Source: an optimization exercise on an open RTL-to-GDS flow (aim: small area). Production flows keep margins and buffers that such runs may drop. Function was checked by simulation only, so behaviour that the tests miss may differ from the original. Power figures rest on the tool's default switching activity, not on a simulated workload.

File: flow/design.v
`timescale 1ns/10ps
`default_nettype none
package l1Pkg;
    localparam int bufferDepth = 512;
    localparam int l1Latency = 128;
    localparam int startupCycles = 512;
    localparam int periodicCount = 40;
    localparam int prbsWidth = 15;
    localparam logic [30:0] prbsSeed = 31'h2AAAAAAA;
    localparam int l1aThreshold = 819;
    localparam int queueDepth = 16;
    localparam int creditMax = 4;
    typedef logic [8:0] bunchIdT;
    typedef logic [13:0] hitWordT;
    typedef logic [prbsWidth-1:0] prbsWordT;
    typedef logic [15:0] frameWordT;
    typedef logic [4:0] eventNumT;
    typedef struct packed {
        logic valid;
        bunchIdT bunchId;
        hitWordT hit;
    } l1EventT;
endpackage
`default_nettype wire
`timescale 1ns/10ps
`default_nettype none
module prbs31
(
    input  logic clkTMR,
    input  logic reset,
    input  logic pause,
    output l1Pkg::prbsWordT prbsWord
);
    logic [30:0] state;
    logic [30:0] nextState;
    always_comb
    begin
        nextState = state;
        for (int i = 0; i < l1Pkg::prbsWidth; i++)
        begin
            nextState = {nextState[29:0], nextState[30] ^ nextState[27]};
        end
    end
    always_ff @(posedge clkTMR)
    begin
        if (reset)
        begin
            state <= l1Pkg::prbsSeed;
        end
        else if (!pause)
        begin
            state <= nextState;
        end
    end
    assign prbsWord = state[l1Pkg::prbsWidth-1:0];
endmodule
`default_nettype wire
`timescale 1ns/10ps
`default_nettype none
module testL1Generator
(
    input  logic clkTMR,
    input  logic reset,
    input  logic triggerDisable,
    input  logic triggerMode,
    input  l1Pkg::bunchIdT bunchId,
    output logic l1a
);
    l1Pkg::prbsWordT prbsWord;
    logic prbsPause;
    logic countPause;
    assign prbsPause = triggerDisable | ~triggerMode;
    assign countPause = triggerDisable | triggerMode;
    prbs31 prbs31_i
    (
        .clkTMR(clkTMR),
        .reset(reset),
        .pause(prbsPause),
        .prbsWord(prbsWord)
    );
    logic wrapped;
    logic started;
    always_ff @(posedge clkTMR)
    begin
        if (reset)
        begin
            wrapped <= 1'b0;
            started <= 1'b0;
        end
        else
        begin
            if (bunchId == l1Pkg::bunchIdT'(l1Pkg::startupCycles - l1Pkg::l1Latency - 1))
            begin
                wrapped <= 1'b1;
            end
            started <= wrapped;
        end
    end
    logic [5:0] trigCount;
    always_ff @(posedge clkTMR)
    begin
        if (reset)
        begin
            trigCount <= '0;
        end
        else if (!countPause)
        begin
            if (trigCount == 6'(l1Pkg::periodicCount))
            begin
                trigCount <= '0;
            end
            else
            begin
                trigCount <= trigCount + 6'd1;
            end
        end
    end
    assign l1a = started &
        (triggerMode ? (prbsWord < l1Pkg::prbsWordT'(l1Pkg::l1aThreshold))
                     : (trigCount == 6'(l1Pkg::periodicCount)));
endmodule
`default_nettype wire
`timescale 1ns/10ps
`default_nettype none
module hitBuffer
(
    input  logic clkTMR,
    input  logic reset,
    input  l1Pkg::hitWordT hitIn,
    input  logic l1a,
    output l1Pkg::bunchIdT bunchId,
    output l1Pkg::l1EventT l1Event
);
    always_ff @(posedge clkTMR)
    begin
        if (reset)
        begin
            bunchId <= l1Pkg::bunchIdT'(l1Pkg::bufferDepth - l1Pkg::l1Latency);
        end
        else
        begin
            bunchId <= bunchId + l1Pkg::bunchIdT'(1);
        end
    end
    localparam int hitW = 14;
    logic [l1Pkg::l1Latency*hitW-1:0] delayLine;
    always_ff @(posedge clkTMR)
    begin
        delayLine <= {delayLine[(l1Pkg::l1Latency-1)*hitW-1:0], hitIn};
    end
    assign l1Event = {l1a, bunchId, delayLine[l1Pkg::l1Latency*hitW-1 -: hitW]};
endmodule
`default_nettype wire
`timescale 1ns/10ps
`default_nettype none
module eventFramer
(
    input  logic clkTMR,
    input  logic reset,
    input  l1Pkg::l1EventT l1Event,
    input  logic creditReturn,
    output l1Pkg::frameWordT frameOut,
    output logic frameValid,
    output logic overflow
);
    localparam int ptrW = $clog2(l1Pkg::queueDepth);
    l1Pkg::bunchIdT bunchMem [l1Pkg::queueDepth];
    l1Pkg::hitWordT hitMem [l1Pkg::queueDepth];
    logic [ptrW:0] wrCount;
    logic [ptrW:0] rdCount;
    logic [ptrW:0] wrNext;
    logic [ptrW:0] rdNext;
    logic eventValid;
    logic queueFull;
    logic queueEmpty;
    logic fullNext;
    logic push;
    logic pop;
    assign queueEmpty = (wrCount == rdCount);
    assign queueFull = (wrCount[ptrW-1:0] == rdCount[ptrW-1:0]) & (wrCount[ptrW] ^ rdCount[ptrW]);
    assign push = eventValid & ~queueFull;
    assign wrNext = wrCount + (ptrW+1)'(push);
    assign rdNext = rdCount + (ptrW+1)'(pop);
    assign fullNext = (wrNext[ptrW-1:0] == rdNext[ptrW-1:0]) & (wrNext[ptrW] ^ rdNext[ptrW]);
    always_ff @(posedge clkTMR)
    begin
        if (l1Event.valid & ~fullNext)
        begin
            bunchMem[wrNext[ptrW-1:0]] <= l1Event.bunchId;
            hitMem[wrNext[ptrW-1:0]] <= l1Event.hit;
        end
    end
    always_ff @(posedge clkTMR)
    begin
        if (reset)
        begin
            eventValid <= 1'b0;
            wrCount <= '0;
            rdCount <= '0;
            overflow <= 1'b0;
        end
        else
        begin
            eventValid <= l1Event.valid;
            wrCount <= wrNext;
            rdCount <= rdNext;
            if (eventValid && queueFull)
            begin
                overflow <= 1'b1;
            end
        end
    end
    logic dataPhase;
    logic [2:0] credit;
    logic [ptrW-1:0] rdPtr;
    assign rdPtr = rdCount[ptrW-1:0];
    assign frameValid = ~queueEmpty && (credit != '0);
    assign frameOut = dataPhase ? {2'b01, hitMem[rdPtr]}
                                : {2'b10, rdCount, bunchMem[rdPtr]};
    assign pop = frameValid & dataPhase;
    always_ff @(posedge clkTMR)
    begin
        if (reset)
        begin
            dataPhase <= 1'b0;
            credit <= 3'(l1Pkg::creditMax);
        end
        else
        begin
            if (frameValid)
            begin
                dataPhase <= ~dataPhase;
            end
            case ({creditReturn, frameValid})
                2'b10: credit <= credit + 3'd1;
                2'b01: credit <= credit - 3'd1;
                default: credit <= credit;
            endcase
        end
    end
endmodule
`default_nettype wire
`timescale 1ns/10ps
`default_nettype none
module testReadoutTop
(
    input  logic clkTMR,
    input  logic reset,
    input  logic triggerDisable,
    input  logic triggerMode,
    input  l1Pkg::hitWordT hitIn,
    input  logic creditReturn,
    output logic l1a,
    output l1Pkg::frameWordT frameOut,
    output logic frameValid,
    output logic overflow
);
    l1Pkg::l1EventT l1Event;
    l1Pkg::bunchIdT bunchId;
    testL1Generator testL1Generator_i
    (
        .clkTMR(clkTMR),
        .reset(reset),
        .triggerDisable(triggerDisable),
        .triggerMode(triggerMode),
        .bunchId(bunchId),
        .l1a(l1a)
    );
    hitBuffer hitBuffer_i
    (
        .clkTMR(clkTMR),
        .reset(reset),
        .hitIn(hitIn),
        .l1a(l1a),
        .bunchId(bunchId),
        .l1Event(l1Event)
    );
    eventFramer eventFramer_i
    (
        .clkTMR(clkTMR),
        .reset(reset),
        .l1Event(l1Event),
        .creditReturn(creditReturn),
        .frameOut(frameOut),
        .frameValid(frameValid),
        .overflow(overflow)
    );
endmodule
`default_nettype wire
File: flow/run.sh
#!/bin/bash
# synth_recipe.tcl (not shown) runs the flow's synth.tcl, then flattens the netlist and writes it again
# the make line also repeats each setting of config.mk as NAME=value (left out here)
make -C /OpenROAD-flow-scripts/flow DESIGN_CONFIG=/design/flow/config.mk WORK_HOME=/design/flow/orfs CLKGATE_MAP_FILE= SYNTH_SCRIPT=/design/flow/synth_recipe.tcl finish
File: flow/config.mk
export PLATFORM = sky130hd
export DESIGN_NAME = testReadoutTop
export DESIGN_NICKNAME = testReadoutTop
export VERILOG_FILES = /design/flow/design.v
export SDC_FILE = /design/flow/constraint.sdc
export NUM_CORES = 4
export LEC_CHECK = 0
export CAP_MARGIN = 20
export CORE_MARGIN = 2
export CORE_UTILIZATION = 40
export SLEW_MARGIN = 20
export SYNTH_MEMORY_MAX_BITS = 16384
File: flow/constraint.sdc
create_clock -name core_clock -period 10.0 [get_ports {clkTMR}]
set_input_delay 2.0000 -clock core_clock [delete_from_list [all_inputs] [get_ports {clkTMR}]]
set_output_delay 2.0000 -clock core_clock [all_outputs]
set_load 0.01 [all_outputs]
==> metrics.yaml, run 1 <==
status: "no timing/DRC/antenna violations"
synthCells: 2722
ir_drop_mv: 0.177
pwr_density_cell_nw_per_um2: 275
die_width_um: 367
unrepaired_setup_endpoints_after_global_routing: "no"
antenna-diode-count: 0
post_synth_fa_ha_maj_area_fraction_pct: 0.228
async_reset_ff_share_pct: 0
cts_inserted_buffers: 197
mean_area_per_synthesized_cell_um2: 19.3
tns_ns: 0
cts.sinks: 2224
setup_violations: 0
area_growth_pct: 18.1
hold_path_class: "reg2reg"
initial_antenna_violation_count: 1
routed_wl_mm: 66.0
mostFrequentLayoutCells: "sky130_fd_sc_hd__dfxtp_1 (1854), sky130_fd_sc_hd__edfxtp_1 (368), sky130_fd_sc_hd__clkbuf_16 (202)"
synth.cell_area_um2: 52600
synth-compound-area-share_pct: 1.25
final_common_cell: "sky130_fd_sc_hd__dfxtp_1"
num_vias: 19900
synth_largest_area_cell: "sky130_fd_sc_hd__dfxtp_1"
timing.final.max_slew_violations: 0
dpl_worst_slack_ns: 4.39
finish.net_count: 2947
drt_pre_antenna_iters: 5
final-hold-violation-count: 0
postSynthNetCount: 2750
power.static_leakage_nw: 23.0
fp.dieH_um: 367
grt_overflow_total: 0
via_per_inst: 4.11
cts.htree.levels: 4
synth_top_cell_area_share_pct: 70.6
cp_max_fo: 54
synth.area.top_cells: "sky130_fd_sc_hd__dfxtp_1 (71%), sky130_fd_sc_hd__edfxtp_1 (21%), sky130_fd_sc_hd__mux4_2 (3.4%)"
routedWlPerCell_um: 13.6
synth.area.mux_share_pct: 3.98
grt_pass1_wl_mm: 108
cp_data_arrival_time_ns: 4.43
cts.clk_slew.worst_paths_ns: 0.06
fp.dieArea_um2: 134000
yosysWarningCount: 4
fill_cells: 10900
synthXorXnorAreaFrac_pct: 0.749
post_layout_min_period_ns: 6.43
later_pin_clock_latency_in_the_skew_report_ns: 0.78
first_iter_violations: 1293
synth_ff_type: "sky130_fd_sc_hd__dfxtp_1"
end_kind: "output pin"
synth-edff-count: 368
timing.slew.headroom_pct: 26.5
max-clock-path-buffers: 3
gpl.final_weighted_congestion: 0.757
synth_top_family_by_area: "multiplexers"
critPathLaunchType: "flop"
num_rows: 133
place_hpwl_mm: 31.9
floorplan.initialDensity_pct: 40.2
post-route-worst-setup-slack_ns: 3.57
synth_sequential_area_ratio_pct: 91.6
post_cts.resized_instances: 0
timing.critical_path.required_ns: 8.00
setup.worst_path.class: "reg2out"
synth_simple_gate_area_share_pct: 1.62
yosysUniqueCellTypes: 45
cts_hold_buffers: 0
min_period_over_period_pct: 64.3
ys_seq_elements: 2224
worst_pin_slew_ns: 1.10
grt_start_max_net_pins: 61
post_route_ant_nets: 0
buffer_ports.inserted: 37
cts_setup_buffers: 0
drc: 0
global_route.usage.total_pct: 10.1
core_area_um2: 131000
clock_tree.root_cell: "sky130_fd_sc_hd__clkbuf_16"
max_freq_mhz: 156
ioPinCount: 38
max_cap_violations: 0
drive_gt1_share_pct: 14.8
tritoncts: "built"
clock_skew_ns: 0.0333
first_global_vias: 20200
-- registers in the layout, summed over array words and instances (netlist names), 3 cells and up --
register	cells
eventFramer_i.hitMem	224
testL1Generator_i.trigCount	6
eventFramer_i.rdCount	5
eventFramer_i.bunchMem	144
hitBuffer_i.bunchId	9
eventFramer_i.credit	3
hitBuffer_i.delayLine	1792
testL1Generator_i.prbs31_i.state	31
eventFramer_i.wrCount	5
-- synth_stat cells, types with 2 or more instances --
cell and n:
sky130_fd_sc_hd__dfxtp_1 1856, sky130_fd_sc_hd__edfxtp_1 368, sky130_fd_sc_hd__mux4_2 80, sky130_fd_sc_hd__nor2_1 65, sky130_fd_sc_hd__nand2_1 46, sky130_fd_sc_hd__o22ai_1 34
sky130_fd_sc_hd__xnor2_1 27, sky130_fd_sc_hd__clkbuf_1 18, sky130_fd_sc_hd__xor2_1 18, sky130_fd_sc_hd__mux2i_1 17, sky130_fd_sc_hd__a21oi_1 16, sky130_fd_sc_hd__nand3_1 16
sky130_fd_sc_hd__nor2b_1 14, sky130_fd_sc_hd__a211oi_1 13, sky130_fd_sc_hd__nand3b_1 12, sky130_fd_sc_hd__buf_2 11, sky130_fd_sc_hd__mux2_2 11, sky130_fd_sc_hd__buf_4 9
sky130_fd_sc_hd__inv_1 9, sky130_fd_sc_hd__nor4_1 9, sky130_fd_sc_hd__ha_1 8, sky130_fd_sc_hd__a211o_1 7, sky130_fd_sc_hd__a31oi_1 7, sky130_fd_sc_hd__o21ai_0 6
sky130_fd_sc_hd__nand2b_1 5, sky130_fd_sc_hd__buf_1 4, sky130_fd_sc_hd__buf_6 4, sky130_fd_sc_hd__nor3_1 4, sky130_fd_sc_hd__nand4_1 3, sky130_fd_sc_hd__o211ai_1 3
sky130_fd_sc_hd__or3_1 3, sky130_fd_sc_hd__a2111oi_0 2, sky130_fd_sc_hd__a221o_1 2, sky130_fd_sc_hd__a22oi_1 2, sky130_fd_sc_hd__and2_1 2, sky130_fd_sc_hd__o2111ai_1 2
-- cell families (layout without fill, tap and decap cells) --
| family | after synthesis | after routing |
|---|---|---|
| flops | 2224 | 2224 |
| simple gates | 182 | 182 |
| mux | 108 | 108 |
| compound gates | 99 | 99 |
| buf+inv | 55 | 423 |
| xor+xnor | 45 | 45 |
| fa+ha+maj | 9 | 9 |
-- layout make-up --
type,instances,area (um^2),area share [%]
clock buffers,273,5720,9.21
clock inverters,97,1290,2.08
inverters,9,33.8,0.0544
multi-input cells,443,4250,6.83
flip-flops and latches,2224,48200,77.6
well taps,1755,2200,3.53
repair buffers,44,418,0.673
-- metrics by stage --
| step | cell area (um^2) | hold slack, ns | cells | power, W | utilization [%] |
|---|---|---|---|---|---|
| detailed placement | 55100 | 0.312 | 4475 | 0.00952 | 42.1 |
| global placement | 55100 | 0.310 | 4475 | 0.00951 | 42.1 |
| finish | 62100 | 0.301 | 4845 | 0.0171 | 47.4 |
| floorplan | 52600 | 0.310 | 2722 | 0.00949 | - |
| global route | 62100 | 0.311 | 4845 | 0.0177 | 47.4 |
| CTS | 62100 | 0.294 | 4845 | 0.0173 | 47.4 |
-- power breakdown --
group	switching [W]	internal, W
logic	0.0000206	0.0000226
registers	0.0000464	0.00923
clock network	0.00317	0.00461
total	0.00323	0.0139
-- per-layer routing --
metal / GRT usage (%) / part of all wire, % / vias up
met2: 15.4 / 45 / 419
met5: 0 / 0 / -
met3: 2.80 / 5.6 / 164
li1: - / - / 9622
met1: 13.1 / 46 / 9692
met4: 5.48 / 3.5 / 0
-- final timing paths --
check                                                  to  depth (start not counted)  slack [ns]                           startpoint
hold / removal        hitBuffer_i.delayLine[1642]$_DFF_P_                          0        0.30  hitBuffer_i.delayLine[1628]$_DFF_P_
setup / recovery                              frameOut[0]                          5        3.57  eventFramer_i.rdCount[2]$_SDFF_PP0_
setup reg to reg  eventFramer_i.bunchMem[10][3]$_DFFE_PP_                         11        5.10  eventFramer_i.rdCount[0]$_SDFF_PP0_
hold reg to reg       hitBuffer_i.delayLine[1642]$_DFF_P_                          0        0.30  hitBuffer_i.delayLine[1628]$_DFF_P_
-- worst max-delay path, cell delays in order (launching register included) --
cell	delay, ns
sky130_fd_sc_hd__dfxtp_2	0.93
sky130_fd_sc_hd__buf_4	0.73
sky130_fd_sc_hd__mux4_2	0.34
sky130_fd_sc_hd__o22ai_1	0.11
sky130_fd_sc_hd__nor4_1	0.81
sky130_fd_sc_hd__clkdlybuf4s50_1	0.71
==> run 2: changes to the inputs <==
--- a/flow/config.mk
+++ b/flow/config.mk
@@ -9,3 +9,5 @@
 export CORE_MARGIN = 2
-export CORE_UTILIZATION = 40
+export CORE_UTILIZATION = 60
+export CTS_BUF_LIST = sky130_fd_sc_hd__clkbuf_4 sky130_fd_sc_hd__clkbuf_8
+export CTS_CLUSTER_SIZE = 30
 export SLEW_MARGIN = 20
==> run 2 against run 1 <==
Effect of this change: still clean on timing, DRC and antenna; core utilization increased by 23 points; non-clock buffer count is 2 lower; clock-buffer cell count increased by 252; register-to-register slack got worse by 0.81 ns; fmax is 1.3% higher; total power shrank 4.0%; final area decreased by 1.8%; critical endpoint is now frameOut[9]; highest routed layer unchanged.
==> metrics.yaml, run 2 <==
reg2reg_from: "eventFramer_i.rdCount[0]$_SDFF_PP0_"
min_hold_slack_ns: 0.278  # -0.0232 ns
post_cts.resized_instances: 0  # unchanged
yosysWarningCount: 4  # unchanged
fp.dieArea_um2: 90100  # -33%
initial_antenna_violation_count: 1  # unchanged
setup.worst_path.class: "reg2out"
grt_start_max_net_pins: 61  # unchanged
post_layout_min_period_ns: 6.35  # -0.0823 ns
unrepaired_setup_endpoints_after_global_routing: "no"
timing.critical_path.required_ns: 8.00  # about the same
routedWlPerCell_um: 15.5  # +14%
placement.cell_area_um2: 54300  # -1.4%
grt_pass1_wl_mm: 114  # +5.7%
synth_sequential_area_ratio_pct: 91.6  # unchanged
synth.cell_area_um2: 52600  # unchanged
hold_start: "hitBuffer_i.delayLine[1680]$_DFF_P_"
registers.top_by_ff_count: "hitBuffer_i.delayLine"
clock_tree.root_cell: "sky130_fd_sc_hd__clkbuf_8"
floorplan.initialDensity_pct: 60.6  # +20 points
hold_path_cells: 0  # unchanged
routed_wl_mm: 68.6  # +3.9%
clock_skew_ns: 0.0588  # +0.0255 ns
ys_seq_elements: 2224  # unchanged
synthCells: 2722  # unchanged
core_area_um2: 86900  # -34%
place_hpwl_mm: 33.9  # +6.3%
cts.clk_slew.worst_paths_ns: 0.06  # about the same
cts_setup_buffers: 0  # unchanged
sequential_power_share_pct: 56.6  # +2.3 points
comb_power_share_pct: 0.3  # about the same
later_pin_clock_latency_in_the_skew_report_ns: 0.90  # +0.12 ns
hold_path_class: "reg2reg"
status: "no timing/DRC/antenna violations"
ioPinCount: 38  # unchanged
finish.net_count: 3076  # +4.4%
num_vias: 20700  # +3.9%
reg2reg_depth: 12  # +1
chain_of_cells_forming_the_critical_path: "buf_4, mux4_2, mux2_2, a221o_1, clkdlybuf4s50_1"
grt_overflow_total: 0  # unchanged
num_rows: 108  # -19%
first_iter_violations: 1114  # -14%
cts.htree.levels: 5  # +1
timing.slew.headroom_pct: 30.1  # +3.6 points
synth_largest_area_cell: "sky130_fd_sc_hd__dfxtp_1"
synth_most_common_cell: "sky130_fd_sc_hd__dfxtp_1"
mean_area_per_synthesized_cell_um2: 19.3  # unchanged
postSynthNetCount: 2750  # unchanged
swShare_pct: 18.8  # -0.13 points
tns_ns: 0  # unchanged
cp_data_arrival_time_ns: 4.35  # -0.08 ns
power.static_leakage_nw: 23.1  # +0.53%
power.clock.fraction_pct: 43.1  # -2.4 points
global_route.usage.total_pct: 16.1  # +6.0 points
synth_top_cell_area_share_pct: 70.6  # unchanged
timing.hold.worst_endpoint: "hitBuffer_i.delayLine[1694]$_DFF_P_"
worst_pin_slew_ns: 1.05  # -0.0517 ns
die_width_um: 300  # -18%
async_reset_ff_share_pct: 0  # unchanged
buffer_ports.inserted: 37  # unchanged
max_freq_mhz: 158  # +1.3%
cell_internal_pwr_w: 0.0133  # -3.9%
flip_flop_count_of_the_largest_register_after_layout: 1792  # unchanged
drc: 0  # unchanged
cts_hold_buffers: 0  # unchanged
first_global_vias: 22200  # +10%
ir_drop_mv: 0.189  # +7.1%
timing.final.max_slew_violations: 0  # unchanged
power.net_switching_w: 0.00308  # -4.7%
end_kind: "output pin"
mostFrequentLayoutCells: "sky130_fd_sc_hd__dfxtp_1 (1854), sky130_fd_sc_hd__clkbuf_8 (402), sky130_fd_sc_hd__edfxtp_1 (368)"
yosysUniqueCellTypes: 45  # unchanged
final_common_cell: "sky130_fd_sc_hd__dfxtp_1"
synth-edff-count: 368  # unchanged
area_of_all_placed_cells_without_fillers_um2: 61000  # -1.8%
post_synth_most_frequent_cells: "sky130_fd_sc_hd__dfxtp_1 (1856), sky130_fd_sc_hd__edfxtp_1 (368), sky130_fd_sc_hd__mux4_2 (80)"
timing.rr.end: "eventFramer_i.hitMem[2][13]$_DFFE_PP_"
synth.area.top_cells: "sky130_fd_sc_hd__dfxtp_1 (71%), sky130_fd_sc_hd__edfxtp_1 (21%), sky130_fd_sc_hd__mux4_2 (3.4%)"
critPathLaunchType: "flop"
min_period_over_period_pct: 63.5  # -0.82 points
drt_pre_antenna_iters: 4  # -1
setup_violations: 0  # unchanged
gpl.final_weighted_congestion: 0.756  # -0.12%
cpPeakStageDelay_ns: 0.87  # -0.06 ns
cts_inserted_buffers: 328  # +66%
area_growth_pct: 15.9
post_route_ant_nets: 0  # unchanged
pwr_density_cell_nw_per_um2: 269  # -2.2%
max_cap_violations: 0  # unchanged
drive_gt1_share_pct: 20.6  # +5.9 points
cp_max_fo: 58  # +7.4%
synth_ff_type: "sky130_fd_sc_hd__dfxtp_1"
cpMaxStageDelayCell: "sky130_fd_sc_hd__buf_4"
via_per_inst: 4.67  # +14%
final-hold-violation-count: 0  # unchanged
cts.sinks: 2224  # unchanged
rrSetupSlack_ns: 4.29  # -0.81 ns
max-clock-path-buffers: 4  # +1
fp.dieH_um: 300  # -18%
tritoncts: "built"
==> run 2: cell counts after synthesis <==
Identical to the previous run, type by type.
==> run 2: worst max-delay path by stage <==
stage,slack [ns],cells past startpoint,from,to
final,3.65,5,eventFramer_i.rdCount[0]$_SDFF_PP0_,frameOut[9]
after global routing,3.35,5,eventFramer_i.rdCount[0]$_SDFF_PP0_,frameOut[9]
after CTS,3.41,5,eventFramer_i.rdCount[3]$_SDFF_PP0_,frameOut[1]
after detailed placement,4.27,4,triggerMode,l1a
after global placement,4.28,4,triggerMode,l1a
after floorplan,5.60,2,triggerMode,l1a
==> run 2: logic make-up (layout without fill, tap and decap cells) <==
group                    after synthesis  after routing  share of synthesized area, %
multiplexers                         108            108                          3.98
flip-flops                          2224           2224                          91.6
other                                  0              1                             0
XOR/XNOR                              45             45                         0.749
buffers and inverters                 55            608                         0.540
adder cells (fa/ha/maj)                9              9                         0.228
AND/OR/NAND/NOR                      182            182                          1.62
AO/OA/AOI/OAI                         99             99                          1.25
==> run 2: per-layer routing <==
layer  part of all wire [%]  vias up  GRT usage, %  wire length [um]
met1                     47    10100          21.4             32000
met2                     45      475          24.3             31200
met3                    5.3      152          5.07              3650
li1                       -     9910             -                 -
met5                      0        -             0                 0
met4                    2.6        0          7.46              1800
==> run 2: stage by stage <==
stage / cells / worst slack [ns] / power (W) / utilization (%)
floorplan: 2722 / 5.60 / 0.00949 / -
global placement: 3873 / 4.28 / 0.00951 / 62.5
detailed placement: 3873 / 4.27 / 0.00952 / 62.5
CTS: 4430 / 3.41 / 0.0166 / 70.2
global route: 4431 / 3.35 / 0.0171 / 70.2
finish: 4431 / 3.65 / 0.0164 / 70.2
==> run 2: power by group through the flow <==
stage	Clock, W	Sequential (W)	Combinational [W]
final	0.00708	0.00928	0.0000433
after detailed placement	0	0.00948	0.0000433
after floorplan	0	0.00946	0.0000306
after CTS	0.00731	0.00929	0.0000436
after global placement	0	0.00947	0.0000413
after global routing	0.00774	0.00929	0.0000493
==> run 2: layout make-up <==
cell class / count / area, um^2
Clock inverter: 32 / 191
Inverter: 9 / 33.8
Clock buffer: 525 / 6460
Antenna cell: 1 / 2.50
Fill cell: 5568 / 25900
Sequential cell: 2224 / 48200
Multi-Input combinational cell: 443 / 4250
Timing Repair Buffer: 42 / 403
Tap cell: 1155 / 1450
==> run 2: critical path: cells and delay by family (launching register included) <==
family	cells	cell delay [ns]
flip-flops	1	0.76
buffers and inverters	2	1.37
multiplexers	2	0.89
AO/OA/AOI/OAI	1	0.37
==> run 3: changes to the inputs <==
--- a/flow/config.mk
+++ b/flow/config.mk
@@ -9,5 +9,6 @@
 export CORE_MARGIN = 2
-export CORE_UTILIZATION = 60
-export CTS_BUF_LIST = sky130_fd_sc_hd__clkbuf_4 sky130_fd_sc_hd__clkbuf_8
-export CTS_CLUSTER_SIZE = 30
+export CORE_UTILIZATION = 70
+export CTS_BUF_LIST = sky130_fd_sc_hd__clkbuf_16
+export CTS_CLUSTER_DIAMETER = 60
+export CTS_CLUSTER_SIZE = 32
 export SLEW_MARGIN = 20
==> run 3 against run 2 <==
Effect of this change: first-iteration DRC count rose by 19%; register-to-register slack better by 0.55 ns; clock skew decreased by 0.039 ns; non-clock buffer count shrank 1; flip-flop and latch count unchanged; sequential share of layout area increased by 5.3 points; hold slack gained 0.041 ns; synthesized area unchanged; global-route usage rose by 2.6 points; fmax up 3.3%; critical path type unchanged; critical endpoint unchanged; largest cell class unchanged.
==> metrics.yaml, run 3 <==
cp_max_fo: 60  # +3.4%
unrepaired_setup_endpoints_after_global_routing: "no"
timing.critical_path.required_ns: 8.00  # about the same
synth_top_family_by_area: "multiplexers"
die_width_um: 278  # -7.3%
end_kind: "output pin"
gpl.final_weighted_congestion: 0.793  # +4.9%
clock_skew_ns: 0.0200  # -0.0388 ns
reg2reg_from: "eventFramer_i.rdCount[0]$_SDFF_PP0_"
synth_most_common_cell: "sky130_fd_sc_hd__dfxtp_1"
tns_ns: 0  # unchanged
synth-compound-area-share_pct: 1.25  # unchanged
cts.sinks: 2224  # unchanged
reg2reg_depth: 11  # -1
setup.worst_path.class: "reg2out"
first_iter_violations: 1325  # +19%
synth_simple_gate_area_share_pct: 1.62  # unchanged
postSynthNetCount: 2750  # unchanged
tritoncts: "built"
power.static_leakage_nw: 21.0  # -8.9%
synth.area.top_cells: "sky130_fd_sc_hd__dfxtp_1 (71%), sky130_fd_sc_hd__edfxtp_1 (21%), sky130_fd_sc_hd__mux4_2 (3.4%)"
area_growth_pct: 8.71
mean_area_per_synthesized_cell_um2: 19.3  # unchanged
synthCells: 2722  # unchanged
drc: 0  # unchanged
routed_wl_mm: 70.2  # +2.3%
final_common_cell: "sky130_fd_sc_hd__dfxtp_1"
async_reset_ff_share_pct: 0  # unchanged
post-route-worst-setup-slack_ns: 3.86  # +0.205 ns
synth_top_cell_area_share_pct: 70.6  # unchanged
critPathLaunchType: "flop"
synth.cell_area_um2: 52600  # unchanged
totalPowerFinal_w: 0.0140  # -15%
timing.slew.headroom_pct: 29.3  # -0.82 points
final-hold-violation-count: 0  # unchanged
post_route_ant_nets: 0  # unchanged
post_cts.resized_instances: 0  # unchanged
num_vias: 19300  # -6.9%
routedWlPerCell_um: 18.3  # +18%
min_period_over_period_pct: 61.4  # -2.0 points
buffer_ports.inserted: 37  # unchanged
ioPinCount: 38  # unchanged
cell_internal_pwr_w: 0.0112  # -16%
later_pin_clock_latency_in_the_skew_report_ns: 0.68  # -0.22 ns
yosysUniqueCellTypes: 45  # unchanged
power.clock.fraction_pct: 33.4  # -9.7 points
timing.rr.end: "eventFramer_i.hitMem[2][5]$_DFFE_PP_"
synth.area.mux_share_pct: 3.98  # unchanged
dpl_worst_slack_ns: 4.17  # -0.0993 ns
yosysWarningCount: 4  # unchanged
max_freq_mhz: 163  # +3.3%
ir_drop_mv: 0.201  # +5.9%
flip_flop_count_of_the_largest_register_after_layout: 1792  # unchanged
swShare_pct: 20.0  # +1.3 points
place_hpwl_mm: 34.5  # +1.9%
synth-edff-count: 368  # unchanged
global_route.usage.total_pct: 18.7  # +2.6 points
cts_setup_buffers: 0  # unchanged
registers.top_by_ff_count: "hitBuffer_i.delayLine"
setup_violations: 0  # unchanged
util_after_layout_pct: 76.8  # +6.6 points
ys_seq_elements: 2224  # unchanged
post_layout_min_period_ns: 6.14  # -0.205 ns
synth_ff_type: "sky130_fd_sc_hd__dfxtp_1"
grt_pass1_wl_mm: 112  # -2.0%
clock_tree.root_cell: "sky130_fd_sc_hd__clkbuf_16"
max_cap_violations: 0  # unchanged
first_global_vias: 20200  # -9.3%
num_rows: 100  # -7.4%
cts.clk_slew.worst_paths_ns: 0.10  # +0.04 ns
post_synth_most_frequent_cells: "sky130_fd_sc_hd__dfxtp_1 (1856), sky130_fd_sc_hd__edfxtp_1 (368), sky130_fd_sc_hd__mux4_2 (80)"
cts_hold_buffers: 0  # unchanged
setup.worst_path.start: "eventFramer_i.rdCount[0]$_SDFF_PP0_"
finish.net_count: 2840  # -7.7%
worst_pin_slew_ns: 1.06  # +0.0124 ns
cts.htree.levels: 3  # -2
fill_cells: 3914  # -30%
synth_largest_area_cell: "sky130_fd_sc_hd__dfxtp_1"
hold_path_class: "reg2reg"
cp_data_arrival_time_ns: 4.14  # -0.21 ns
comb_power_share_pct: 0.3  # about the same
status: "no timing/DRC/antenna violations"
post_synth_fa_ha_maj_area_fraction_pct: 0.228  # unchanged
antenna-diode-count: 0  # -1
via_per_inst: 5.02  # +7.5%
fp.dieArea_um2: 77400  # -14%
power.net_switching_w: 0.00280  # -9.0%
sequential_power_share_pct: 66.3  # +9.7 points
synthXorXnorAreaFrac_pct: 0.749  # unchanged
mostFrequentLayoutCells: "sky130_fd_sc_hd__dfxtp_1 (1854), sky130_fd_sc_hd__edfxtp_1 (368), sky130_fd_sc_hd__clkbuf_16 (94)"
max-clock-path-buffers: 3  # -1
drt_pre_antenna_iters: 5  # +1
rrSetupSlack_ns: 4.84  # +0.55 ns
initial_antenna_violation_count: 0  # -1
drive_gt1_share_pct: 9.23  # -11 points
min_hold_slack_ns: 0.319  # +0.0411 ns
cts_inserted_buffers: 93  # -72%
pwr_density_cell_nw_per_um2: 245  # -9.0%
core_area_um2: 74400  # -14%
fp.dieH_um: 278  # -7.3%
worst_setup_path_endpoint: "frameOut[9]"
grt_start_max_net_pins: 61  # unchanged
synth_sequential_area_ratio_pct: 91.6  # unchanged
timing.final.max_slew_violations: 0  # unchanged
floorplan.initialDensity_pct: 70.7  # +10 points
grt_overflow_total: 0  # unchanged
[run 3: cell counts after synthesis]
Identical to the previous run, type by type.
[run 3: worst min-delay path by stage]
stage | startpoint | end | slack, ns | cells past startpoint
2_1_floorplan | hitBuffer_i.delayLine[986]$_DFF_P_ | hitBuffer_i.delayLine[1000]$_DFF_P_ | 0.31 | 0
3_3_place_gp | hitBuffer_i.delayLine[936]$_DFF_P_ | hitBuffer_i.delayLine[950]$_DFF_P_ | 0.31 | 0
3_5_place_dp | hitBuffer_i.delayLine[1201]$_DFF_P_ | hitBuffer_i.delayLine[1215]$_DFF_P_ | 0.31 | 0
4_1_cts | hitBuffer_i.delayLine[1462]$_DFF_P_ | hitBuffer_i.delayLine[1476]$_DFF_P_ | 0.32 | 0
5_1_grt | hitBuffer_i.delayLine[1173]$_DFF_P_ | hitBuffer_i.delayLine[1187]$_DFF_P_ | 0.32 | 0
6_report | hitBuffer_i.delayLine[1462]$_DFF_P_ | hitBuffer_i.delayLine[1476]$_DFF_P_ | 0.32 | 0
[run 3: kinds of logic (layout without fill, tap and decap cells)]
logic type,Yosys count,count (layout)
compound gates,99,99
xor+xnor,45,45
fa+ha+maj,9,9
buf+inv,55,204
flops,2224,2224
mux,108,108
simple gates,182,182
[run 3: per-layer routing]
layer	up-vias	track usage [%]	part of all wire [%]
met3	127	2.82	3.9
li1	9312	-	-
met1	9493	25.8	45
met4	0	6.07	2.9
met2	327	31.0	48
met5	-	0	0
[run 3: final cells by class]
class / count / area [um^2] / share of cell area, %
flip-flops and latches: 2224 / 48200 / 84.3
clock buffers: 94 / 2350 / 4.11
repair buffers: 41 / 407 / 0.711
clock inverters: 60 / 728 / 1.27
inverters: 9 / 33.8 / 0.0591
multi-input cells: 443 / 4250 / 7.43
well taps: 969 / 1210 / 2.12
[run 3: through the flow]
stage	cells	area, um^2
final	3840	57200
after global placement	3685	54100
after floorplan	2722	52600
after CTS	3839	57200
after global routing	3840	57200
after detailed placement	3685	54100
[run 3: power groups by stage]
stage                     registers (W)  clock network (W)   logic, W
final                           0.00928            0.00467  0.0000441
after global routing            0.00930            0.00507  0.0000500
after CTS                       0.00929            0.00479  0.0000439
after detailed placement        0.00948                  0  0.0000433
after global placement          0.00947                  0  0.0000411
after floorplan                 0.00946                  0  0.0000306
[run 3: worst max-delay path: stages (launching register included)]
cell	delay [ns]
sky130_fd_sc_hd__dfxtp_4	1.00
sky130_fd_sc_hd__buf_6	0.69
sky130_fd_sc_hd__mux4_2	0.59
sky130_fd_sc_hd__mux2_2	0.29
sky130_fd_sc_hd__a221o_1	0.36
sky130_fd_sc_hd__clkdlybuf4s50_1	0.50
==> run 4: changes to the inputs <==
--- a/flow/config.mk
+++ b/flow/config.mk
@@ -10,5 +10,5 @@
 export CORE_UTILIZATION = 70
-export CTS_BUF_LIST = sky130_fd_sc_hd__clkbuf_16
+export CTS_BUF_LIST = sky130_fd_sc_hd__clkbuf_8
 export CTS_CLUSTER_DIAMETER = 60
-export CTS_CLUSTER_SIZE = 32
+export CTS_CLUSTER_SIZE = 18
 export SLEW_MARGIN = 20
==> run 4 against run 3 <==
Effect of this change: flip-flop and latch count unchanged; total power decreased by 6.0%; die area unchanged; setup slack got worse by 0.14 ns; critical path type unchanged; critical endpoint unchanged; largest cell class unchanged.
==> metrics.yaml, run 4 <==
setup_violations: 0  # unchanged
reg2reg_depth: 11  # unchanged
post_synth_most_frequent_cells: "sky130_fd_sc_hd__dfxtp_1 (1856), sky130_fd_sc_hd__edfxtp_1 (368), sky130_fd_sc_hd__mux4_2 (80)"
worst_pin_slew_ns: 1.05  # -0.00641 ns
synth_ff_type: "sky130_fd_sc_hd__dfxtp_1"
post_layout_min_period_ns: 6.28  # +0.141 ns
fp.dieArea_um2: 77400  # unchanged
initial_antenna_violation_count: 1  # +1
cts_hold_buffers: 0  # unchanged
critPathLaunchType: "flop"
mostFrequentLayoutCells: "sky130_fd_sc_hd__dfxtp_1 (1854), sky130_fd_sc_hd__edfxtp_1 (368), sky130_fd_sc_hd__clkbuf_8 (143)"
comb_power_share_pct: 0.3  # about the same
mean_area_per_synthesized_cell_um2: 19.3  # unchanged
synth.area.top_cells: "sky130_fd_sc_hd__dfxtp_1 (71%), sky130_fd_sc_hd__edfxtp_1 (21%), sky130_fd_sc_hd__mux4_2 (3.4%)"
max_cap_violations: 0  # unchanged
cts_setup_buffers: 0  # unchanged
cts.htree.levels: 4  # +1
routed_wl_mm: 65.6  # -6.5%
postSynthNetCount: 2750  # unchanged
hold_path_class: "reg2reg"
grt_overflow_total: 0  # unchanged
yosysUniqueCellTypes: 45  # unchanged
synth.area.mux_share_pct: 3.98  # unchanged
via_per_inst: 4.98  # -0.71%
first_iter_violations: 1201  # -9.4%
synthXorXnorAreaFrac_pct: 0.749  # unchanged
timing.rr.end: "eventFramer_i.hitMem[2][0]$_DFFE_PP_"
final_common_cell: "sky130_fd_sc_hd__dfxtp_1"
clock_tree.root_cell: "sky130_fd_sc_hd__clkbuf_8"
cp_data_arrival_time_ns: 4.28  # +0.14 ns
timing.hold.worst_endpoint: "hitBuffer_i.delayLine[1791]$_DFF_P_"
ioPinCount: 38  # unchanged
die_width_um: 278  # unchanged
later_pin_clock_latency_in_the_skew_report_ns: 0.81  # +0.13 ns
synth-edff-count: 368  # unchanged
totalPowerFinal_w: 0.0132  # -6.0%
first_global_vias: 20100  # -0.47%
yosysWarningCount: 4  # unchanged
drc: 0  # unchanged
timing.slew.headroom_pct: 29.7  # +0.43 points
cts.sinks: 2224  # unchanged
max-clock-path-buffers: 3  # unchanged
cts_inserted_buffers: 141  # +52%
min_period_over_period_pct: 62.8  # +1.4 points
setup.worst_path.class: "reg2out"
clock_skew_ns: 0.0421  # +0.0220 ns
grt_pass1_wl_mm: 106  # -5.5%
pwr_density_cell_nw_per_um2: 233  # -4.7%
swShare_pct: 19.3  # -0.72 points
unrepaired_setup_endpoints_after_global_routing: "no"
synth.cell_area_um2: 52600  # unchanged
final-hold-violation-count: 0  # unchanged
reg2reg_from: "eventFramer_i.rdCount[0]$_SDFF_PP0_"
finish.net_count: 2888  # +1.7%
synth_sequential_area_ratio_pct: 91.6  # unchanged
synth_top_cell_area_share_pct: 70.6  # unchanged
status: "no timing/DRC/antenna violations"
synth_top_family_by_area: "multiplexers"
post_synth_fa_ha_maj_area_fraction_pct: 0.228  # unchanged
num_vias: 19300  # +0.093%
num_rows: 100  # unchanged
place_hpwl_mm: 34.5  # unchanged
grt_start_max_net_pins: 61  # unchanged
timing.final.max_slew_violations: 0  # unchanged
floorplan.initialDensity_pct: 70.7  # unchanged
drt_pre_antenna_iters: 5  # unchanged
global_route.usage.total_pct: 17.5  # -1.2 points
routedWlPerCell_um: 16.9  # -7.3%
cp_max_fo: 60  # unchanged
power.net_switching_w: 0.00254  # -9.4%
hold_start: "hitBuffer_i.delayLine[1777]$_DFF_P_"
power.clock.fraction_pct: 29.2  # -4.2 points
hold_path_cells: 0  # unchanged
power.static_leakage_nw: 20.8  # -1.3%
timing.critical_path.required_ns: 8.00  # about the same
fill_cells: 4159  # +6.3%
cts.clk_slew.worst_paths_ns: 0.11  # about the same
flip_flop_count_of_the_largest_register_after_layout: 1792  # unchanged
registers.top_by_ff_count: "hitBuffer_i.delayLine"
post_route_ant_nets: 0  # unchanged
async_reset_ff_share_pct: 0  # unchanged
synth-compound-area-share_pct: 1.25  # unchanged
gpl.final_weighted_congestion: 0.793  # unchanged
synth_most_common_cell: "sky130_fd_sc_hd__dfxtp_1"
synth_simple_gate_area_share_pct: 1.62  # unchanged
end_kind: "output pin"
buffer_ports.inserted: 37  # unchanged
rrSetupSlack_ns: 4.80  # -0.04 ns
cell_internal_pwr_w: 0.0106  # -5.1%
drive_gt1_share_pct: 9.51  # +0.28 points
ir_drop_mv: 0.192  # -4.1%
core_area_um2: 74400  # unchanged
synthCells: 2722  # unchanged
fp.dieH_um: 278  # unchanged
synth_largest_area_cell: "sky130_fd_sc_hd__dfxtp_1"
max_freq_mhz: 159  # -2.2%
sequential_power_share_pct: 70.5  # +4.2 points
post_cts.resized_instances: 0  # unchanged
area_growth_pct: 7.19
ys_seq_elements: 2224  # unchanged
ff_latch_area_um2: 48200  # unchanged
multiInputGateArea_um2: 4250  # unchanged
tritoncts: "built"
tns_ns: 0  # unchanged
==> run 4: final cells by class <==
class	instances	area share, %
antenna	1	0.00444
clock buffer	143	3.49
clock inverter	41	0.555
inverter	9	0.0599
multi-input combinational	443	7.54
sequential	2224	85.5
tap	969	2.15
timing repair buffer	41	0.721
==> run 4: through the flow <==
stage	instance area (um^2)	hold slack [ns]	util (%)	setup slack, ns	instances
2_1_floorplan	52600	0.310	-	5.60	2722
3_3_place_gp	54100	0.310	72.7	4.22	3685
3_5_place_dp	54100	0.312	72.7	4.17	3685
4_1_cts	56400	0.304	75.7	3.24	3869
5_1_grt	56400	0.309	75.8	3.40	3871
6_report	56400	0.309	75.8	3.72	3871
==> run 4: cell families (layout without fill, tap and decap cells) <==
kind of cell / Yosys count / after routing
flip-flops: 2224 / 2224
AND/OR/NAND/NOR: 182 / 182
multiplexers: 108 / 108
AO/OA/AOI/OAI: 99 / 99
buffers and inverters: 55 / 234
XOR/XNOR: 45 / 45
adder cells (fa/ha/maj): 9 / 9
other: 0 / 1
==> run 4: power groups by stage <==
stage	sequential [W]	clock [W]	combinational, W
2_1_floorplan	0.00946	0	0.0000306
3_3_place_gp	0.00947	0	0.0000411
3_5_place_dp	0.00948	0	0.0000433
4_1_cts	0.00928	0.00398	0.0000436
5_1_grt	0.00929	0.00429	0.0000498
6_report	0.00927	0.00384	0.0000437
==> run 4: how the worst max path moves through the flow <==
stage                                        startpoint     endpoint  depth (start not counted)
global placement    eventFramer_i.rdCount[0]$_SDFF_PP0_  frameOut[9]                          5
CTS                 eventFramer_i.rdCount[0]$_SDFF_PP0_  frameOut[9]                          5
floorplan                                   triggerMode          l1a                          2
detailed placement  eventFramer_i.rdCount[0]$_SDFF_PP0_  frameOut[9]                          5
global route        eventFramer_i.rdCount[0]$_SDFF_PP0_  frameOut[9]                          5
finish              eventFramer_i.rdCount[0]$_SDFF_PP0_  frameOut[9]                          5
==> run 4: critical path: stages (launching register included) <==
cell                              delay (ns)
sky130_fd_sc_hd__dfxtp_4                1.01
sky130_fd_sc_hd__buf_6                  0.70
sky130_fd_sc_hd__mux4_2                 0.59
sky130_fd_sc_hd__mux2_2                 0.29
sky130_fd_sc_hd__a221o_1                0.37
sky130_fd_sc_hd__clkdlybuf4s50_1        0.50
==> run 4: per-layer routing <==
metal  vias up  global-route usage (%)  wire length [um]
met3       133                    3.48              3220
li1       9353                       -                 -
met5         -                       0                 0
met2       370                    27.8             30400
met1      9421                    24.4             30300
met4         0                    6.58              1650
==> run 5: changes to the inputs <==
==> flow/flow/run.sh (new file) <==
#!/bin/bash
set -o pipefail
export CTS_ARGS="-sink_clustering_enable -repair_clock_nets -dont_use_dummy_load -buf_list sky130_fd_sc_hd__clkbuf_8 -sink_clustering_size 18 -sink_clustering_max_diameter 60"
export BUFFER_PORTS_ARGS="-buffer_cell sky130_fd_sc_hd__buf_1"
bash standard.sh finish > standard_flow.log 2>&1
==> flow/standard.sh (new file) <==
#!/bin/bash
# synth_recipe.tcl (not shown) runs the flow's synth.tcl, then flattens the netlist and writes it again
# the make line also repeats each setting of config.mk as NAME=value (left out here)
make -C /OpenROAD-flow-scripts/flow DESIGN_CONFIG=/design/flow/config.mk WORK_HOME=/design/flow/orfs CLKGATE_MAP_FILE= SYNTH_SCRIPT=/design/flow/synth_recipe.tcl "${@:-finish}"
removed: flow/run.sh
==> run 5 against run 4 <==
Effect of this change: global-route usage decreased by 0.063 points; synthesized area unchanged; largest power group unchanged; highest routed layer unchanged; setup slack improved by 0.60 ns; clock power decreased by 6.0%; register-to-register slack improved by 0.30 ns.
==> metrics.yaml, run 5 <==
status: "no timing/DRC/antenna violations"
setup.worst_path.start: "eventFramer_i.rdCount[2]$_SDFF_PP0_"
timing.critical_path.required_ns: 8.00  # about the same
postSynthNetCount: 2750  # unchanged
chain_of_cells_forming_the_critical_path: "buf_4, mux4_2, o22ai_1, nor4_1, buf_1"
async_reset_ff_share_pct: 0  # unchanged
initial_antenna_violation_count: 1  # unchanged
drive_gt1_share_pct: 9.60  # +0.086 points
global_route.usage.total_pct: 17.5  # -0.063 points
synth_largest_area_cell: "sky130_fd_sc_hd__dfxtp_1"
ioPinCount: 38  # unchanged
critPathLaunchType: "flop"
finish.net_count: 2905  # +0.59%
final-hold-violation-count: 0  # unchanged
cts_setup_buffers: 0  # unchanged
final_cell_count_no_fill: 3845  # -0.67%
timing.slew.headroom_pct: 39.3  # +9.6 points
cts_hold_buffers: 0  # unchanged
timing.final.max_slew_violations: 0  # unchanged
max-clock-path-buffers: 3  # unchanged
grt_overflow_total: 0  # unchanged
power.static_leakage_nw: 20.5  # -1.2%
yosysUniqueCellTypes: 45  # unchanged
tritoncts: "built"
synth_top_cell_area_share_pct: 70.6  # unchanged
clock_skew_ns: 0.0793  # +0.0372 ns
num_vias: 19300  # +0.11%
place_hpwl_mm: 35.6  # +3.2%
registers.top_by_ff_count: "hitBuffer_i.delayLine"
placed_instance_count: 3702  # +0.46%
synth_ff_type: "sky130_fd_sc_hd__dfxtp_1"
gpl.final_weighted_congestion: 0.795  # +0.28%
swShare_pct: 18.6  # -0.69 points
area_growth_pct: 6.21
final_common_cell: "sky130_fd_sc_hd__dfxtp_1"
tns_ns: 0  # unchanged
cts.htree.levels: 4  # unchanged
synth_sequential_area_ratio_pct: 91.6  # unchanged
post_synth_most_frequent_cells: "sky130_fd_sc_hd__dfxtp_1 (1856), sky130_fd_sc_hd__edfxtp_1 (368), sky130_fd_sc_hd__mux4_2 (80)"
routed_wl_mm: 65.2  # -0.66%
drt_pre_antenna_iters: 5  # unchanged
cpMaxStageDelayCell: "sky130_fd_sc_hd__dfxtp_2"
max_cap_violations: 0  # unchanged
setup.worst_path.class: "reg2out"
power.clock.fraction_pct: 28.0  # -1.2 points
post_route_ant_nets: 0  # unchanged
post_cts.resized_instances: 0  # unchanged
fill_cells: 4186  # +0.65%
fp.dieArea_um2: 77400  # unchanged
reg2reg_from: "eventFramer_i.rdCount[0]$_SDFF_PP0_"
cts.sinks: 2224  # unchanged
cpPeakStageDelay_ns: 0.82  # -0.19 ns
hold_path_class: "reg2reg"
floorplan.initialDensity_pct: 70.7  # unchanged
grt_pass1_wl_mm: 106  # about the same
grt_start_max_net_pins: 61  # unchanged
core_area_um2: 74400  # unchanged
post_layout_min_period_ns: 5.68  # -0.601 ns
pwr_density_cell_nw_per_um2: 231  # -0.84%
cell_internal_pwr_w: 0.0105  # -0.91%
buffer_ports.inserted: 37  # unchanged
drc: 0  # unchanged
synthCells: 2722  # unchanged
num_rows: 100  # unchanged
mean_area_per_synthesized_cell_um2: 19.3  # unchanged
synth_most_common_cell: "sky130_fd_sc_hd__dfxtp_1"
later_pin_clock_latency_in_the_skew_report_ns: 0.79  # -0.02 ns
fp.dieH_um: 278  # unchanged
first_global_vias: 20200  # +0.74%
routedWlPerCell_um: 16.9  # about the same
synth-edff-count: 368  # unchanged
max_freq_mhz: 176  # +11%
yosysWarningCount: 4  # unchanged
synth.area.top_cells: "sky130_fd_sc_hd__dfxtp_1 (71%), sky130_fd_sc_hd__edfxtp_1 (21%), sky130_fd_sc_hd__mux4_2 (3.4%)"
die_width_um: 278  # unchanged
synth.cell_area_um2: 52600  # unchanged
setup_violations: 0  # unchanged
via_per_inst: 5.02  # +0.79%
sequential_power_share_pct: 71.7  # +1.2 points
cp_data_arrival_time_ns: 3.68  # -0.60 ns
min_period_over_period_pct: 56.8  # -6.0 points
cts_inserted_buffers: 142  # +0.71%
comb_power_share_pct: 0.3  # about the same
worst_pin_slew_ns: 0.910  # -0.144 ns
end_kind: "output pin"
flip_flop_count_of_the_largest_register_after_layout: 1792  # unchanged
first_iter_violations: 1042  # -13%
unrepaired_setup_endpoints_after_global_routing: "no"
mostFrequentLayoutCells: "sky130_fd_sc_hd__dfxtp_1 (1854), sky130_fd_sc_hd__edfxtp_1 (368), sky130_fd_sc_hd__clkbuf_8 (142)"
hold_start: "hitBuffer_i.delayLine[1507]$_DFF_P_"
cts.clk_slew.worst_paths_ns: 0.10  # about the same
ys_seq_elements: 2224  # unchanged
ir_drop_mv: 0.203  # +5.6%
cp_max_fo: 58  # -3.3%
clock_tree.root_cell: "sky130_fd_sc_hd__clkbuf_8"
power.net_switching_w: 0.00241  # -5.3%
[run 5: cell counts after synthesis]
No cell type changed its count.
[run 5: final cells by class]
type | instances | area, um^2 | area share, %
diodes | 1 | 2.50 | 0.00448
clock buffers | 142 | 1950 | 3.50
inverters | 9 | 33.8 | 0.0605
multi-input cells | 443 | 4170 | 7.47
flip-flops and latches | 2224 | 48200 | 86.3
well taps | 969 | 1210 | 2.17
repair buffers | 57 | 293 | 0.524
[run 5: power by group through the flow]
stage	clock network [W]	registers (W)	logic [W]
after global routing	0.00406	0.00929	0.0000442
after global placement	0	0.00947	0.0000366
after floorplan	0	0.00946	0.0000306
after CTS	0.00376	0.00928	0.0000389
final	0.00361	0.00927	0.0000387
after detailed placement	0	0.00948	0.0000385
[run 5: kinds of logic (layout without fill, tap and decap cells)]
family,count (synthesis),in the layout,synth area share [%]
AO/OA/AOI/OAI,99,99,1.25
XOR/XNOR,45,45,0.749
adder cells (fa/ha/maj),9,9,0.228
buffers and inverters,55,208,0.540
flip-flops,2224,2224,91.6
multiplexers,108,108,3.98
other,0,1,0
AND/OR/NAND/NOR,182,182,1.62
[run 5: metrics by stage]
stage	utilization, %	setup WS (ns)	instance area, um^2	hold slack (ns)	total power (W)
6_report	75.1	4.32	55900	0.274	0.0129
5_1_grt	75.1	4.16	55900	0.286	0.0134
4_1_cts	75.0	4.20	55900	0.271	0.0131
3_5_place_dp	72.4	4.99	53900	0.312	0.00952
3_3_place_gp	72.4	5.05	53900	0.309	0.00951
2_1_floorplan	-	5.60	52600	0.310	0.00949
[run 5: worst max-delay path: cells and delay by family (launching register included)]
family	cells	cell delay [ns]
AO/OA/AOI/OAI	1	0.13
buffers and inverters	2	0.97
flip-flops	1	0.82
multiplexers	1	0.35
AND/OR/NAND/NOR	1	0.64
[run 5: path summary, 6_finish.rpt]
| path | slack, ns | endpoint | cells past startpoint |
|---|---|---|---|
| setup reg to reg | 5.10 | eventFramer_i.bunchMem[0][0]$_DFFE_PP_ | 13 |
| setup / recovery | 4.32 | frameOut[3] | 5 |
| hold / removal | 0.27 | hitBuffer_i.delayLine[1521]$_DFF_P_ | 0 |
| hold reg to reg | 0.27 | hitBuffer_i.delayLine[1521]$_DFF_P_ | 0 |
[run 5: layer usage]
metal  GRT usage (%)  part of all wire, %  vias to the layer above
met5               0                    0                        -
met4            6.35                  2.4                        0
met3            3.42                  5.7                      123
met2            27.3                   46                      445
met1            24.8                   46                     9391
li1                -                    -                     9340
==> run 6: changes to the inputs <==
--- a/flow/config.mk
+++ b/flow/config.mk
@@ -7,3 +7,3 @@
 export LEC_CHECK = 0
-export CAP_MARGIN = 20
+export CAP_MARGIN = 0
 export CORE_MARGIN = 2
@@ -13,3 +13,3 @@
 export CTS_CLUSTER_SIZE = 18
-export SLEW_MARGIN = 20
+export SLEW_MARGIN = 0
 export SYNTH_MEMORY_MAX_BITS = 16384
==> run 6 against run 5 <==
Effect of this change: still clean; synthesized area stayed put; critical path depth unchanged; cell count is the same; first-iteration DRC count up 5.3%; fmax up 0.69%; total power hardly changed; sequential share of layout area about the same; die area unchanged; non-clock buffer count unchanged; critical path type unchanged; highest routed layer unchanged.
==> metrics.yaml, run 6 <==
status: "no timing/DRC/antenna violations"
first_global_vias: 20100  # -0.69%
synth_top_cell_area_share_pct: 70.6  # unchanged
area_growth_pct: 6.19  # about the same
min_period_over_period_pct: 56.4  # -0.39 points
reg2reg_depth: 13  # unchanged
setup_violations: 0  # unchanged
post_cts.resized_instances: 0  # unchanged
tns_ns: 0  # unchanged
chain_of_cells_forming_the_critical_path: "buf_4, mux4_2, mux2_2, a221o_1, buf_1"
area_of_all_placed_cells_without_fillers_um2: 55900  # about the same
cp_data_arrival_time_ns: 3.64  # -0.04 ns
critPathLaunchType: "flop"
grt_overflow_total: 0  # unchanged
max_cap_violations: 0  # unchanged
final-hold-violation-count: 0  # unchanged
global_route.usage.total_pct: 17.3  # -0.12 points
timing.final.max_slew_violations: 0  # unchanged
unrepaired_setup_endpoints_after_global_routing: "no"
hold_path_class: "reg2reg"
cts.clk_slew.worst_paths_ns: 0.10  # about the same
ir_drop_mv: 0.261  # +28%
grt_start_max_net_pins: 61  # unchanged
mostFrequentLayoutCells: "sky130_fd_sc_hd__dfxtp_1 (1854), sky130_fd_sc_hd__edfxtp_1 (368), sky130_fd_sc_hd__clkbuf_8 (142)"
cts.htree.levels: 4  # unchanged
max_freq_mhz: 177  # +0.69%
postSynthNetCount: 2750  # unchanged
clock_skew_ns: 0.0724  # -0.00692 ns
cpMaxStageDelayCell: "sky130_fd_sc_hd__buf_4"
synth_most_common_cell: "sky130_fd_sc_hd__dfxtp_1"
synth_sequential_area_ratio_pct: 91.6  # unchanged
post_synth_most_frequent_cells: "sky130_fd_sc_hd__dfxtp_1 (1856), sky130_fd_sc_hd__edfxtp_1 (368), sky130_fd_sc_hd__mux4_2 (80)"
fp.dieArea_um2: 77400  # unchanged
pwr_density_cell_nw_per_um2: 231  # about the same
drive_gt1_share_pct: 9.57  # -0.035 points
mean_area_per_synthesized_cell_um2: 19.3  # unchanged
cp_delay_by_family_top: "buffers and inverters"
timing.critical_path.buf_inv: 2  # unchanged
synthCells: 2722  # unchanged
yosysWarningCount: 4  # unchanged
post_layout_min_period_ns: 5.64  # -0.0388 ns
setup.worst_path.class: "reg2out"
flip_flop_count_of_the_largest_register_after_layout: 1792  # unchanged
first_iter_violations: 1097  # +5.3%
cts_setup_buffers: 0  # unchanged
cpPeakStageDelay_ns: 0.81  # about the same
routed_wl_mm: 64.7  # -0.73%
worst_pin_slew_ns: 1.23  # +0.321 ns
num_vias: 19300  # -0.20%
synth_ff_type: "sky130_fd_sc_hd__dfxtp_1"
timing.slew.headroom_pct: 17.9  # -21 points
synth-edff-count: 368  # unchanged
end_kind: "output pin"
fp.dieH_um: 278  # unchanged
fill_cells: 4247  # +1.5%
async_reset_ff_share_pct: 0  # unchanged
gpl.final_weighted_congestion: 0.795  # unchanged
timing.critical_path.required_ns: 8.00  # about the same
die_width_um: 278  # unchanged
later_pin_clock_latency_in_the_skew_report_ns: 0.79  # about the same
ioPinCount: 38  # unchanged
critical_path_depth: 5  # unchanged
placed_instance_count: 3702  # unchanged
clock_tree.root_cell: "sky130_fd_sc_hd__clkbuf_8"
drc: 0  # unchanged
drt_pre_antenna_iters: 5  # unchanged
cts_hold_buffers: 0  # unchanged
buffer_ports.inserted: 37  # unchanged
power.static_leakage_nw: 20.5  # about the same
finish.net_count: 2905  # unchanged
hold_path_cells: 0  # unchanged
final_cell_count_no_fill: 3845  # unchanged
cp_max_fo: 54  # -6.9%
synth.cell_area_um2: 52600  # unchanged
cts.sinks: 2224  # unchanged
yosysUniqueCellTypes: 45  # unchanged
routedWlPerCell_um: 16.8  # -0.73%
synth_largest_area_cell: "sky130_fd_sc_hd__dfxtp_1"
floorplan.initialDensity_pct: 70.7  # unchanged
synth.area.top_cells: "sky130_fd_sc_hd__dfxtp_1 (71%), sky130_fd_sc_hd__edfxtp_1 (21%), sky130_fd_sc_hd__mux4_2 (3.4%)"
post_route_ant_nets: 0  # unchanged
final_common_cell: "sky130_fd_sc_hd__dfxtp_1"
placement.cell_area_um2: 53900  # about the same
via_per_inst: 5.01  # -0.20%
grt_pass1_wl_mm: 105  # -0.62%
max-clock-path-buffers: 3  # unchanged
core_area_um2: 74400  # unchanged
ys_seq_elements: 2224  # unchanged
registers.top_by_ff_count: "hitBuffer_i.delayLine"
num_rows: 100  # unchanged
initial_antenna_violation_count: 1  # unchanged
cts_inserted_buffers: 142  # unchanged
place_hpwl_mm: 35.7  # +0.18%
tritoncts: "built"
## run 6: cell counts after synthesis
Identical to the previous run, type by type.
## run 6: final cells by class
cell class / count / area (um^2) / share of cell area [%]
inverter: 9 / 33.8 / 0.0605
multi-input combinational: 443 / 4170 / 7.46
timing repair buffer: 57 / 290 / 0.520
clock buffer: 142 / 1950 / 3.50
sequential: 2224 / 48200 / 86.3
antenna: 1 / 2.50 / 0.00448
tap: 969 / 1210 / 2.17
## run 6: stage by stage
stage | hold slack, ns | power, W | util, % | setup slack, ns
3_3_place_gp | 0.309 | 0.00951 | 72.4 | 5.05
4_1_cts | 0.272 | 0.0131 | 75.0 | 4.22
5_1_grt | 0.277 | 0.0134 | 75.0 | 4.12
3_5_place_dp | 0.312 | 0.00952 | 72.4 | 5.01
6_report | 0.286 | 0.0129 | 75.0 | 4.36
2_1_floorplan | 0.310 | 0.00949 | - | 5.60
## run 6: cells by family (layout without fill, tap and decap cells)
logic type / after synthesis / after routing / share of synthesized area [%]
DFF: 2224 / 2224 / 91.6
and+or+nand+nor: 182 / 182 / 1.62
muxes: 108 / 108 / 3.98
AOI/OAI and AO/OA: 99 / 99 / 1.25
buffers and inverters: 55 / 208 / 0.540
xor gates and xnor gates: 45 / 45 / 0.749
adders and majority gates: 9 / 9 / 0.228
other: 0 / 1 / 0
## run 6: worst paths after layout
check	startpoint	to	slack (ns)
worst min register to register	hitBuffer_i.delayLine[1749]$_DFF_P_	hitBuffer_i.delayLine[1763]$_DFF_P_	0.29
worst min-delay path	hitBuffer_i.delayLine[1749]$_DFF_P_	hitBuffer_i.delayLine[1763]$_DFF_P_	0.29
worst max-delay path	eventFramer_i.rdCount[0]$_SDFF_PP0_	frameOut[9]	4.36
worst max register to register	eventFramer_i.rdCount[0]$_SDFF_PP0_	eventFramer_i.bunchMem[0][5]$_DFFE_PP_	5.09
## run 6: report_power, final
group	internal, W	switching, W
sequential	0.00922	0.0000525
clock	0.00128	0.00233
combinational	0.0000178	0.0000205
## run 6: per-layer routing
layer | vias up | track usage [%] | part of all wire [%]
met1 | 9386 | 24.8 | 47
met2 | 418 | 26.9 | 46
li1 | 9330 | - | -
met3 | 127 | 3.33 | 4.9
met4 | 0 | 6.46 | 2.4
met5 | - | 0 | 0
==> run 7: changes to the inputs <==
--- a/flow/design.v
+++ b/flow/design.v
@@ -217,4 +217,28 @@
     assign frameValid = ~queueEmpty && (credit != '0);
-    assign frameOut = dataPhase ? {2'b01, hitMem[rdPtr]}
-                                : {2'b10, rdCount, bunchMem[rdPtr]};
+    logic [l1Pkg::queueDepth-1:0] rdSel;
+    l1Pkg::bunchIdT headBunch;
+    l1Pkg::hitWordT headHit;
+    always_ff @(posedge clkTMR)
+    begin
+        if (reset)
+        begin
+            rdSel <= l1Pkg::queueDepth'(1);
+        end
+        else if (pop)
+        begin
+            rdSel <= {rdSel[l1Pkg::queueDepth-2:0], rdSel[l1Pkg::queueDepth-1]};
+        end
+    end
+    always_comb
+    begin
+        headBunch = '0;
+        headHit = '0;
+        for (int i = 0; i < l1Pkg::queueDepth; i++)
+        begin
+            headBunch = headBunch | (bunchMem[i] & {9{rdSel[i]}});
+            headHit = headHit | (hitMem[i] & {14{rdSel[i]}});
+        end
+    end
+    assign frameOut = dataPhase ? {2'b01, headHit}
+                                : {2'b10, rdCount, headBunch};
     assign pop = frameValid & dataPhase;
--- a/flow/config.mk
+++ b/flow/config.mk
@@ -7,3 +7,3 @@
 export LEC_CHECK = 0
-export CAP_MARGIN = 0
+export CAP_MARGIN = 20
 export CORE_MARGIN = 2
@@ -13,3 +13,3 @@
 export CTS_CLUSTER_SIZE = 18
-export SLEW_MARGIN = 0
+export SLEW_MARGIN = 20
 export SYNTH_MEMORY_MAX_BITS = 16384
==> run 7 against run 6 <==
Effect of this change: sequential power grew 0.6%; largest power group unchanged; flip-flop and latch count grew 16; highest routed layer unchanged; cell count grew 2.7%; still clean; synthesized area shrank 0.35%; clock skew shrank 0.0058 ns; final area shrank 0.26%; first-iteration DRC count grew 40%; hold slack gained 0.0050 ns; non-clock buffer count grew 2; register-to-register slack gained 0.35 ns.
==> metrics.yaml, run 7 <==
initial_antenna_violation_count: 1  # unchanged
cp_data_arrival_time_ns: 3.46  # -0.18 ns
post_cts.resized_instances: 0  # unchanged
ioPinCount: 38  # unchanged
reg2reg_depth: 10  # -3
fill_cells: 4299  # +1.2%
post_layout_min_period_ns: 5.46  # -0.181 ns
die_width_um: 278  # -0.17%
mean_area_per_synthesized_cell_um2: 18.4  # -4.7%
clock_tree.root_cell: "sky130_fd_sc_hd__clkbuf_8"
synth_sequential_area_ratio_pct: 92.6  # +0.94 points
place_hpwl_mm: 35.9  # +0.59%
max-clock-path-buffers: 3  # unchanged
grt_pass1_wl_mm: 112  # +6.1%
yosysUniqueCellTypes: 45  # unchanged
timing.slew.headroom_pct: 29.4  # +11 points
hold_path_cells: 0  # unchanged
critical_path_depth: 7  # +2
cts_hold_buffers: 0  # unchanged
hold_start: "hitBuffer_i.delayLine[621]$_DFF_P_"
drc: 0  # unchanged
post_route_ant_nets: 0  # unchanged
timing.final.max_slew_violations: 0  # unchanged
routed_wl_mm: 70.5  # +8.9%
status: "no timing/DRC/antenna violations"
cts_setup_buffers: 0  # unchanged
num_rows: 100  # unchanged
synth_top_cell_area_share_pct: 71.5  # +0.86 points
synth.area.top_cells: "sky130_fd_sc_hd__dfxtp_1 (71%), sky130_fd_sc_hd__edfxtp_1 (21%), sky130_fd_sc_hd__a22oi_1 (1.7%)"
synth.cell_area_um2: 52400  # -0.35%
gpl.final_weighted_congestion: 0.832  # +4.7%
yosysWarningCount: 4  # unchanged
grt_overflow_total: 0  # unchanged
cts.htree.levels: 4  # unchanged
flip_flop_count_of_the_largest_register_after_layout: 1792  # unchanged
async_reset_ff_share_pct: 0  # unchanged
registers.top_by_ff_count: "hitBuffer_i.delayLine"
drive_gt1_share_pct: 6.28  # -3.3 points
global_route.usage.total_pct: 18.6  # +1.3 points
ys_seq_elements: 2240  # +0.72%
hold_path_class: "reg2reg"
drt_pre_antenna_iters: 6  # +1
synth_most_common_cell: "sky130_fd_sc_hd__dfxtp_1"
tritoncts: "built"
max_freq_mhz: 183  # +3.3%
cts.sinks: 2240  # +0.72%
min_period_over_period_pct: 54.6  # -1.8 points
cp_delay_by_family_top: "compound AO/OA/AOI/OAI gates"
end_kind: "output pin"
synth_ff_type: "sky130_fd_sc_hd__dfxtp_1"
cts.clk_slew.worst_paths_ns: 0.11  # about the same
routedWlPerCell_um: 17.8  # +6.0%
reg2reg_from: "eventFramer_i.dataPhase$_SDFFE_PP0N_"
chain_of_cells_forming_the_critical_path: "buf_4, a222oi_1, nand3_1, a2111oi_0, buf_4, a31oi_1, buf_1"
via_per_inst: 5.19  # +3.7%
num_vias: 20500  # +6.5%
tns_ns: 0  # unchanged
rrSetupSlack_ns: 5.44  # +0.35 ns
unrepaired_setup_endpoints_after_global_routing: "no"
postSynthNetCount: 2873  # +4.5%
critPathLaunchType: "flop"
min_hold_slack_ns: 0.291  # +0.00502 ns
clock_skew_ns: 0.0666  # -0.00582 ns
setup.worst_path.class: "reg2out"
max_cap_violations: 0  # unchanged
mostFrequentLayoutCells: "sky130_fd_sc_hd__dfxtp_1 (1872), sky130_fd_sc_hd__edfxtp_1 (368), sky130_fd_sc_hd__clkbuf_8 (144)"
fp.dieH_um: 278  # -0.17%
setup_violations: 0  # unchanged
final_common_cell: "sky130_fd_sc_hd__dfxtp_1"
timing.critical_path.required_ns: 8.00  # about the same
grt_start_max_net_pins: 78  # +28%
## run 7: layer usage
metal  track usage [%]  vias up  share of wire [%]  wire length, um
li1                  -     9774                  -                -
met1              25.5     9952                 44            31200
met2              29.4      617                 46            32300
met3              4.03      168                6.7             4720
met4              7.37        0                3.0             2140
met5                 0        -                  0                0
## run 7: report_power, final
part | internal [W] | switching [W]
registers | 0.00928 | 0.0000496
logic | 0.0000181 | 0.0000229
clock network | 0.00130 | 0.00236
## run 7: how the worst max path moves through the flow
stage,from,to
finish,eventFramer_i.rdSel[9]$_SDFFE_PP0P_,frameOut[6]
global route,eventFramer_i.rdSel[9]$_SDFFE_PP0P_,frameOut[6]
CTS,eventFramer_i.rdSel[9]$_SDFFE_PP0P_,frameOut[6]
detailed placement,triggerMode,l1a
global placement,triggerMode,l1a
floorplan,triggerMode,l1a
## run 7: through the flow
stage                     cell area, um^2  setup WS (ns)  instances  power [W]  util, %
after floorplan                     52400           5.60       2845    0.00955        -
after global placement              53700           5.18       3803    0.00957     72.3
after detailed placement            53700           5.12       3803    0.00958     72.3
after CTS                           55700           4.43       3947     0.0132     74.9
after global routing                55700           4.33       3949     0.0135     75.0
final                               55700           4.54       3949     0.0130     75.0
## run 7: area by class of cell
| cell class | instances | share of cell area, % |
|---|---|---|
| Antenna cell | 1 | 0.00449 |
| Timing Repair Buffer | 59 | 0.561 |
| Clock buffer | 144 | 3.56 |
| Sequential cell | 2240 | 87.1 |
| Inverter | 10 | 0.0674 |
| Tap cell | 969 | 2.18 |
| Multi-Input combinational cell | 526 | 6.55 |
## run 7: cells by family after synthesis
kind of cell             Yosys count  synth area share, %
multiplexers                      15                0.286
adder cells (fa/ha/maj)            9                0.229
XOR/XNOR                          45                0.752
buffers and inverters             79                0.721
AND/OR/NAND/NOR                  224                 1.99
flip-flops                      2240                 92.6
AO/OA/AOI/OAI                    233                 3.46

Check on run 7: ideal ports give 4.538 ns setup slack; a clkbuf_16 on the clock port and buf_2 on the inputs give 4.476 ns; moving port delays by the midpoint clock arrival (0.822 ns) as well gives 5.071 ns.
